This design comes from an exercise in tuning for small area, a short achievable clock period and few clock cycles per item on the open sky130 flow, not from production work.
Only simulation tests tie the RTL to the original design; equivalence was not proved.
Power and IR drop assume default switching activity.

==> v27: inputs <==
==> flow/design.v (excerpt) <==
module sorted_key_index_table_core #(
  parameter int unsigned Capacity = skit_pkg::CAPACITY_DEF
) (
  input  logic                clk_i,
  input  logic                rst_ni,
  input  logic                start_i,
  input  logic [57:0]         cmd_i,
  output logic                busy_o,
  output logic                done_o,
  output logic [24:0]         res_o
);
export LEC_CHECK = 0
export CAP_MARGIN = 20
export CORE_MARGIN = 2
export CORE_UTILIZATION = 40
export CTS_BUF_LIST = sky130_fd_sc_hd__clkbuf_4 sky130_fd_sc_hd__clkbuf_8 sky130_fd_sc_hd__clkbuf_16
export CTS_CLUSTER_DIAMETER = 80
export CTS_CLUSTER_SIZE = 30
export SLEW_MARGIN = 20
create_clock -name core_clock -period 9.0 [get_ports {clk_i}]
standard.sh (not shown) runs the stock make flow with config.mk's settings and CLKGATE_MAP_FILE= SYNTH_SCRIPT=/design/flow/synth_recipe.tcl, a recipe that flattens the netlist after the stock synthesis.
==> flow/flow/run.sh <==
#!/bin/bash
set -euo pipefail
cd "$(dirname "$0")/.."
bash standard.sh SETUP_SLACK_MARGIN=5.6 finish > standard_flow.log 2>&1
==> inputs of v2, as changes to v27 <==
--- a/flow/design.v
+++ b/flow/design.v
@@ -48,14 +48,15 @@
   parameter int unsigned Group = 16,
   parameter int unsigned NPend = 4,
   parameter int unsigned PendW = $clog2(NPend + 1)
 ) (
   input  logic                         clk_i,
   input  logic                         rst_ni,
   input  logic [skit_pkg::KEY_W-1:0]   key_i,
+  input  logic [3:0][skit_pkg::KEY_W-1:0] skey_i,
   input  logic [skit_pkg::REC_W-1:0]   rec_i,
   input  logic                         set_i,     
   input  logic                         clr_i,     
   output logic                         hit_o,
   output logic [skit_pkg::REC_W-1:0]   rec_o,     
   output logic [PendW-1:0]             npend_o    
 );
@@ -70,15 +71,16 @@
   logic [RW-1:0]    prec_q [NPend];
   logic [NPort-1:0] hole, port_oh;
   logic             any_hole, pend_any, src_val, to_pend;
   logic [KW-1:0]    src_key;
   logic [RW-1:0]    src_rec;
   always_comb begin
     for (int i = 0; i < Depth; i++) begin
-      rmatch[i] = rval_q[i] && (rkey_q[i] == key_i);
+      rmatch[i] = rval_q[i] && (rkey_q[i] == ((i / (Depth / 4)) % 2 == 1 ? ~skey_i[i / (Depth / 4)]
+                                                                         : skey_i[i / (Depth / 4)]));
     end
     for (int j = 0; j < NPend; j++) begin
       pmatch[j] = pval_q[j] && (pkey_q[j] == key_i);
     end
     hit_o = |{rmatch, pmatch};
     rec_o = '0;
     for (int i = 0; i < Depth; i++) begin
@@ -248,14 +250,23 @@
     end else begin
       cmd_v_q <= start_i && !busy_o;
     end
   end
   always_ff @(posedge clk_i) begin
     cmd_q <= cmd_i;
   end
+  logic [3:0][skit_pkg::KEY_W-1:0] skey_q;
+  always_ff @(posedge clk_i) begin
+    skey_q[0] <= cmd_i[55:16];
+    skey_q[1] <= ~cmd_i[55:16];
+    if (start_i) begin
+      skey_q[2] <= cmd_i[55:16];
+      skey_q[3] <= ~cmd_i[55:16];
+    end
+  end
   always_comb begin
     ins_next = start_i && !busy_o && (cmd_i[57:56] == skit_pkg::MODE_INSERT);
     nmax = (PendW + 2)'(npend)
          + (PendW + 2)'(cmd_v_q && (cmd_q.mode == skit_pkg::MODE_INSERT))
          + (PendW + 2)'(ins_next);
   end
   always_ff @(posedge clk_i or negedge rst_ni) begin
@@ -268,14 +279,15 @@
   skit_store #(
     .Depth (Capacity),
     .NPend (NPend)
   ) u_store (
     .clk_i   (clk_i),
     .rst_ni  (rst_ni),
     .key_i   (cmd_q.key),
+    .skey_i  (skey_q),
     .rec_i   (cmd_q.record_number),
     .set_i   (set),
     .clr_i   (clr),
     .hit_o   (hit),
     .rec_o   (match_rec),
     .npend_o (npend)
   );
Settings changed: CORE_UTILIZATION 40 to 60, CTS_BUF_LIST sky130_fd_sc_hd__clkbuf_4 sky130_fd_sc_hd__clkbuf_8 sky130_fd_sc_hd__clkbuf_16 to sky130_fd_sc_hd__clkbuf_8 sky130_fd_sc_hd__clkbuf_16, CTS_CLUSTER_DIAMETER 80 to 60, CTS_CLUSTER_SIZE 30 to 20, PLACE_DENSITY from default to 0.72.
==> inputs of v32, as changes to v27 <==
--- a/flow/design.v
+++ b/flow/design.v
@@ -47,51 +47,45 @@
   parameter int unsigned Depth = skit_pkg::CAPACITY_DEF,
   parameter int unsigned Group = 16,
   parameter int unsigned NPend = 4,
   parameter int unsigned PendW = $clog2(NPend + 1)
 ) (
   input  logic                         clk_i,
   input  logic                         rst_ni,
-  input  logic [skit_pkg::KEY_W-1:0]   key_i,
-  input  logic [skit_pkg::REC_W-1:0]   rec_i,
+  input  logic [skit_pkg::KEY_W-1:0]   key1_i,    
+  input  logic                         v2_i,      
+  input  logic [skit_pkg::KEY_W-1:0]   key2_i,    
+  input  logic [skit_pkg::REC_W-1:0]   rec2_i,
   input  logic                         set_i,     
   input  logic                         clr_i,     
-  output logic                         hit_o,
+  output logic                         hit_o,     
   output logic [skit_pkg::REC_W-1:0]   rec_o,     
   output logic [PendW-1:0]             npend_o    
 );
   localparam int unsigned NPort = Depth / Group;
   localparam int unsigned KW    = skit_pkg::KEY_W;
   localparam int unsigned RW    = skit_pkg::REC_W;
-  logic [Depth-1:0] rval_q, rval_d, rmatch;
+  logic [Depth-1:0] rval_q, rval_d;
   logic [KW-1:0]    rkey_q [Depth];
   logic [RW-1:0]    rrec_q [Depth];
-  logic [NPend-1:0] pval_q, pval_d, pmatch, pfree_oh, pfirst_oh;
+  logic [NPend-1:0] pval_q, pval_d, pfree_oh, pfirst_oh, pdrain;
   logic [KW-1:0]    pkey_q [NPend];
   logic [RW-1:0]    prec_q [NPend];
   logic [NPort-1:0] hole, port_oh;
-  logic             any_hole, pend_any, src_val, to_pend;
+  logic             any_hole, pend_any, drain, src_val, to_pend;
   logic [KW-1:0]    src_key;
   logic [RW-1:0]    src_rec;
-  always_comb begin
-    for (int i = 0; i < Depth; i++) begin
-      rmatch[i] = rval_q[i] && (rkey_q[i] == key_i);
-    end
-    for (int j = 0; j < NPend; j++) begin
-      pmatch[j] = pval_q[j] && (pkey_q[j] == key_i);
-    end
-    hit_o = |{rmatch, pmatch};
-    rec_o = '0;
-    for (int i = 0; i < Depth; i++) begin
-      rec_o = rec_o | (rrec_q[i] & {RW{rmatch[i]}});
-    end
-    for (int j = 0; j < NPend; j++) begin
-      rec_o = rec_o | (prec_q[j] & {RW{pmatch[j]}});
-    end
-  end
+  logic [Depth-1:0] rmatch1, m2r_d;
+  logic [NPend-1:0] pmatch1, m2p_d;
+  logic             hit1, eq1;
+  logic [RW-1:0]    rec1;
+  logic [Depth-1:0] m2r_q, lr_q, lr_d, mr;
+  logic [NPend-1:0] m2p_q, lp_q, lp_d, mp;
+  logic             hit2_q, eq2_q, lany_q, lany_d;
+  logic [RW-1:0]    rec2_q, lrec_q, lrec_d;
   always_comb begin
     logic none_below;
     none_below = 1'b1;
     for (int k = 0; k < NPort; k++) begin
       hole[k]    = !rval_q[(k * Group + Depth - 1) % Depth];
       port_oh[k] = none_below && hole[k];
       none_below = none_below && !hole[k];
@@ -105,68 +99,137 @@
     for (int j = 0; j < NPend; j++) begin
       pfirst_oh[j] = none_below_v && pval_q[j];
       none_below_v = none_below_v && !pval_q[j];
       pfree_oh[j]  = none_below_f && !pval_q[j];
       none_below_f = none_below_f && pval_q[j];
     end
     pend_any = !none_below_v;
+    drain    = pend_any && any_hole;
+    pdrain   = drain ? pfirst_oh : '0;
+  end
+  always_comb begin
+    for (int i = 0; i < Depth; i++) begin
+      rmatch1[i] = rval_q[i] && (rkey_q[i] == key1_i);
+    end
+    for (int j = 0; j < NPend; j++) begin
+      pmatch1[j] = pval_q[j] && (pkey_q[j] == key1_i);
+    end
+    hit1 = |{rmatch1, pmatch1};
+    rec1 = '0;
+    for (int i = 0; i < Depth; i++) begin
+      rec1 = rec1 | (rrec_q[i] & {RW{rmatch1[i]}});
+    end
+    for (int j = 0; j < NPend; j++) begin
+      rec1 = rec1 | (prec_q[j] & {RW{pmatch1[j]}});
+    end
+    eq1   = v2_i && (key1_i == key2_i);
+    for (int i = 0; i < Depth; i++) begin
+      m2r_d[(i + 1) % Depth] = rmatch1[i];
+    end
+    for (int k = 0; k < NPort; k++) begin
+      if (port_oh[k] && |(pmatch1 & pdrain)) m2r_d[k * Group] = 1'b1;
+    end
+    m2p_d = pmatch1 & ~pdrain;
+  end
+  always_comb begin
+    mr    = eq2_q ? lr_q   : m2r_q;
+    mp    = eq2_q ? lp_q   : m2p_q;
+    hit_o = eq2_q ? lany_q : hit2_q;
+    rec_o = eq2_q ? lrec_q : rec2_q;
   end
   always_comb begin
-    src_key = key_i;
-    src_rec = rec_i;
+    src_key = key2_i;
+    src_rec = rec2_i;
     src_val = set_i;
     for (int j = 0; j < NPend; j++) begin
       if (pfirst_oh[j]) begin
         src_key = pkey_q[j];
         src_rec = prec_q[j];
-        src_val = !(clr_i && pmatch[j]);
+        src_val = !(clr_i && mp[j]);
       end
     end
     to_pend = set_i && (pend_any || !any_hole);
   end
   always_comb begin
     for (int i = 0; i < Depth; i++) begin
-      rval_d[(i + 1) % Depth] = rval_q[i] && !(clr_i && rmatch[i]);
+      rval_d[(i + 1) % Depth] = rval_q[i] && !(clr_i && mr[i]);
     end
     for (int k = 0; k < NPort; k++) begin
       if (port_oh[k]) rval_d[k * Group] = src_val;
     end
-    pval_d = pval_q & ~(pmatch & {NPend{clr_i}});
-    if (any_hole) pval_d = pval_d & ~pfirst_oh;
-    if (to_pend)  pval_d = pval_d | pfree_oh;
+    pval_d = pval_q & ~(mp & {NPend{clr_i}}) & ~pdrain;
+    if (to_pend) pval_d = pval_d | pfree_oh;
+  end
+  always_comb begin
+    if (set_i) begin
+      lr_d = '0;
+      for (int k = 0; k < NPort; k++) begin
+        if (!to_pend && port_oh[k]) lr_d[k * Group] = 1'b1;
+      end
+      lp_d   = to_pend ? pfree_oh : '0;
+      lany_d = 1'b1;
+      lrec_d = rec2_i;
+    end else if (clr_i) begin
+      lr_d   = '0;
+      lp_d   = '0;
+      lany_d = 1'b0;
+      lrec_d = rec_o;
+    end else begin
+      for (int i = 0; i < Depth; i++) begin
+        lr_d[(i + 1) % Depth] = mr[i];
+      end
+      for (int k = 0; k < NPort; k++) begin
+        if (port_oh[k] && |(mp & pdrain)) lr_d[k * Group] = 1'b1;
+      end
+      lp_d   = mp & ~pdrain;
+      lany_d = hit_o;
+      lrec_d = rec_o;
+    end
   end
   always_comb begin
     npend_o = '0;
     for (int j = 0; j < NPend; j++) begin
-      npend_o = npend_o + PendW'(pval_q[j] && !(any_hole && pfirst_oh[j]));
+      npend_o = npend_o + PendW'(pval_q[j] && !pdrain[j]);
     end
   end
   always_ff @(posedge clk_i or negedge rst_ni) begin
     if (!rst_ni) begin
       rval_q <= '0;
       pval_q <= '0;
+      eq2_q  <= 1'b0;
     end else begin
       rval_q <= rval_d;
       pval_q <= pval_d;
+      eq2_q  <= eq1;
     end
   end
   always_ff @(posedge clk_i) begin
+    m2r_q  <= m2r_d;
+    m2p_q  <= m2p_d;
+    hit2_q <= hit1;
+    rec2_q <= rec1;
+    lr_q   <= lr_d;
+    lp_q   <= lp_d;
+    lany_q <= lany_d;
+    lrec_q <= lrec_d;
+  end
+  always_ff @(posedge clk_i) begin
     for (int i = 0; i < Depth; i++) begin
       if ((i % Group == 0) && port_oh[i / Group]) begin
         rkey_q[i] <= src_key;
         rrec_q[i] <= src_rec;
       end else begin
         rkey_q[i] <= rkey_q[(i + Depth - 1) % Depth];
         rrec_q[i] <= rrec_q[(i + Depth - 1) % Depth];
       end
     end
     for (int j = 0; j < NPend; j++) begin
       if (pfree_oh[j]) begin
-        pkey_q[j] <= key_i;
-        prec_q[j] <= rec_i;
+        pkey_q[j] <= key2_i;
+        prec_q[j] <= rec2_i;
       end
     end
   end
 endmodule
 `timescale 1ns / 1ps
 module skit_seq #(
   parameter int unsigned Capacity = skit_pkg::CAPACITY_DEF,
@@ -199,15 +262,15 @@
     if (clr_o && hit)   cnt_d = cnt_q - CountW'(1);
     if (is_ins) begin
       res_d.status = hit ? skit_pkg::STATUS_DUPLICATE
                    : full ? skit_pkg::STATUS_FULL : skit_pkg::STATUS_OK;
     end else begin
       res_d.status = hit ? skit_pkg::STATUS_OK : skit_pkg::STATUS_NOT_FOUND;
     end
-    res_d.found_record = is_lkp ? rec_i : '0;
+    res_d.found_record = (is_lkp && hit) ? rec_i : '0;
     res_d.entry_count  = skit_pkg::COUNT_W'(cnt_d);
   end
   always_ff @(posedge clk_i or negedge rst_ni) begin
     if (!rst_ni) begin
       cnt_q  <= '0;
       done_o <= 1'b0;
     end else begin
@@ -229,37 +292,41 @@
   input  logic [57:0]         cmd_i,
   output logic                busy_o,
   output logic                done_o,
   output logic [24:0]         res_o
 );
   localparam int unsigned NPend = 4;
   localparam int unsigned PendW = $clog2(NPend + 1);
-  logic                       cmd_v_q;
-  skit_pkg::skit_cmd_t        cmd_q;
+  logic                       v1_q, v2_q;
+  skit_pkg::skit_cmd_t        cmd1_q, cmd2_q;
   logic                       hit;
   logic [skit_pkg::REC_W-1:0] match_rec;
   logic                       set, clr;
-  skit_pkg::skit_res_t        res;
   logic [PendW-1:0]           npend;
   logic [PendW+1:0]           nmax;
   logic                       ins_next;
+  skit_pkg::skit_res_t        res;
   always_ff @(posedge clk_i or negedge rst_ni) begin
     if (!rst_ni) begin
-      cmd_v_q <= 1'b0;
+      v1_q <= 1'b0;
+      v2_q <= 1'b0;
     end else begin
-      cmd_v_q <= start_i && !busy_o;
+      v1_q <= start_i && !busy_o;
+      v2_q <= v1_q;
     end
   end
   always_ff @(posedge clk_i) begin
-    cmd_q <= cmd_i;
+    cmd1_q <= cmd_i;
+    cmd2_q <= cmd1_q;
   end
   always_comb begin
     ins_next = start_i && !busy_o && (cmd_i[57:56] == skit_pkg::MODE_INSERT);
     nmax = (PendW + 2)'(npend)
-         + (PendW + 2)'(cmd_v_q && (cmd_q.mode == skit_pkg::MODE_INSERT))
+         + (PendW + 2)'(v2_q && (cmd2_q.mode == skit_pkg::MODE_INSERT))
+         + (PendW + 2)'(v1_q && (cmd1_q.mode == skit_pkg::MODE_INSERT))
          + (PendW + 2)'(ins_next);
   end
   always_ff @(posedge clk_i or negedge rst_ni) begin
     if (!rst_ni) begin
       busy_o <= 1'b0;
     end else begin
       busy_o <= nmax >= (PendW + 2)'(NPend);
@@ -267,29 +334,31 @@
   end
   skit_store #(
     .Depth (Capacity),
     .NPend (NPend)
   ) u_store (
     .clk_i   (clk_i),
     .rst_ni  (rst_ni),
-    .key_i   (cmd_q.key),
-    .rec_i   (cmd_q.record_number),
+    .key1_i  (cmd1_q.key),
+    .v2_i    (v2_q),
+    .key2_i  (cmd2_q.key),
+    .rec2_i  (cmd2_q.record_number),
     .set_i   (set),
     .clr_i   (clr),
     .hit_o   (hit),
     .rec_o   (match_rec),
     .npend_o (npend)
   );
   skit_seq #(
     .Capacity (Capacity)
   ) u_seq (
     .clk_i   (clk_i),
     .rst_ni  (rst_ni),
-    .cmd_v_i (cmd_v_q),
-    .mode_i  (cmd_q.mode),
+    .cmd_v_i (v2_q),
+    .mode_i  (cmd2_q.mode),
     .hit_i   (hit),
     .rec_i   (match_rec),
     .set_o   (set),
     .clr_o   (clr),
     .done_o  (done_o),
     .res_o   (res)
   );
==> flow/run.sh (new file) <==
#!/bin/bash
# synth_recipe.tcl (not shown) runs the flow's synth.tcl, then flattens the netlist and writes it again
# the make line also repeats each setting of config.mk as NAME=value (left out here)
make -C /OpenROAD-flow-scripts/flow DESIGN_CONFIG=/design/flow/config.mk WORK_HOME=/design/flow/orfs CLKGATE_MAP_FILE= SYNTH_SCRIPT=/design/flow/synth_recipe.tcl finish
Settings changed: CTS_BUF_LIST sky130_fd_sc_hd__clkbuf_4 sky130_fd_sc_hd__clkbuf_8 sky130_fd_sc_hd__clkbuf_16 to default, CTS_CLUSTER_DIAMETER 80 to default, CTS_CLUSTER_SIZE 30 to default, SETUP_SLACK_MARGIN from default to 5.
removed: flow/flow/run.sh
removed: flow/standard.sh
==> comparison <==
In v27 the die area is smaller than in v32, by about 7%. Via count: v32 > v27 > v2. Against v2, the first-iteration DRC count of v27 is larger by about 12%. The highest sequential share of layout area belongs to v2, the lowest to v32. Clock power, lowest first: v27, v2, v32. v27 completed with no timing, DRC or antenna violations. v2 ran to the end with no violations. v32 finished with antenna violations left.
Testbench counts of v27, summed over its fixed seeds: cycles 3,219, items 3,200.
Testbench counts of v2, summed over its fixed seeds: cycles 3,219, items 3,200.
Testbench counts of v32, summed over its fixed seeds: cycles 3,236, items 3,200.

-- what the ideal ports hide --
No port has a modelled driver above. Below, the same layouts with a new extraction and two added sets of constraints. Step 1 (the two cells are an assumption about what drives the block):
set clk [get_ports {clk_i}]
set_driving_cell -lib_cell sky130_fd_sc_hd__clkbuf_16 $clk
set_driving_cell -lib_cell sky130_fd_sc_hd__buf_2 [delete_from_list [all_inputs] $clk]
Step 2 moves the port delays by t, midway between the first and last clock arrival at a register: inputs arrive t later, outputs are due t later. That takes back most of the time a late clock gives input paths. Slacks: ideal ports / drivers / drivers and shift; pairs: ideal ports / drivers.
run	t (ns)	slack for setup (ns)	worst setup path after step 2	slew at the worst register clock pin (ns)	worst data-port slew with drivers (ns)
v27	1.046	5.311 / 5.311 / 5.311	register to register	0.12 / 0.12	0.15
v2	0.988	5.540 / 5.537 / 5.385	input to register	0.09 / 0.09	0.11
v32	1.111	4.590 / 4.590 / 4.590	register to register	0.07 / 0.07	0.10
For v2, which loses most, drivers alone change the setup slack by -0.003 ns; drivers and shift together by -0.155 ns.
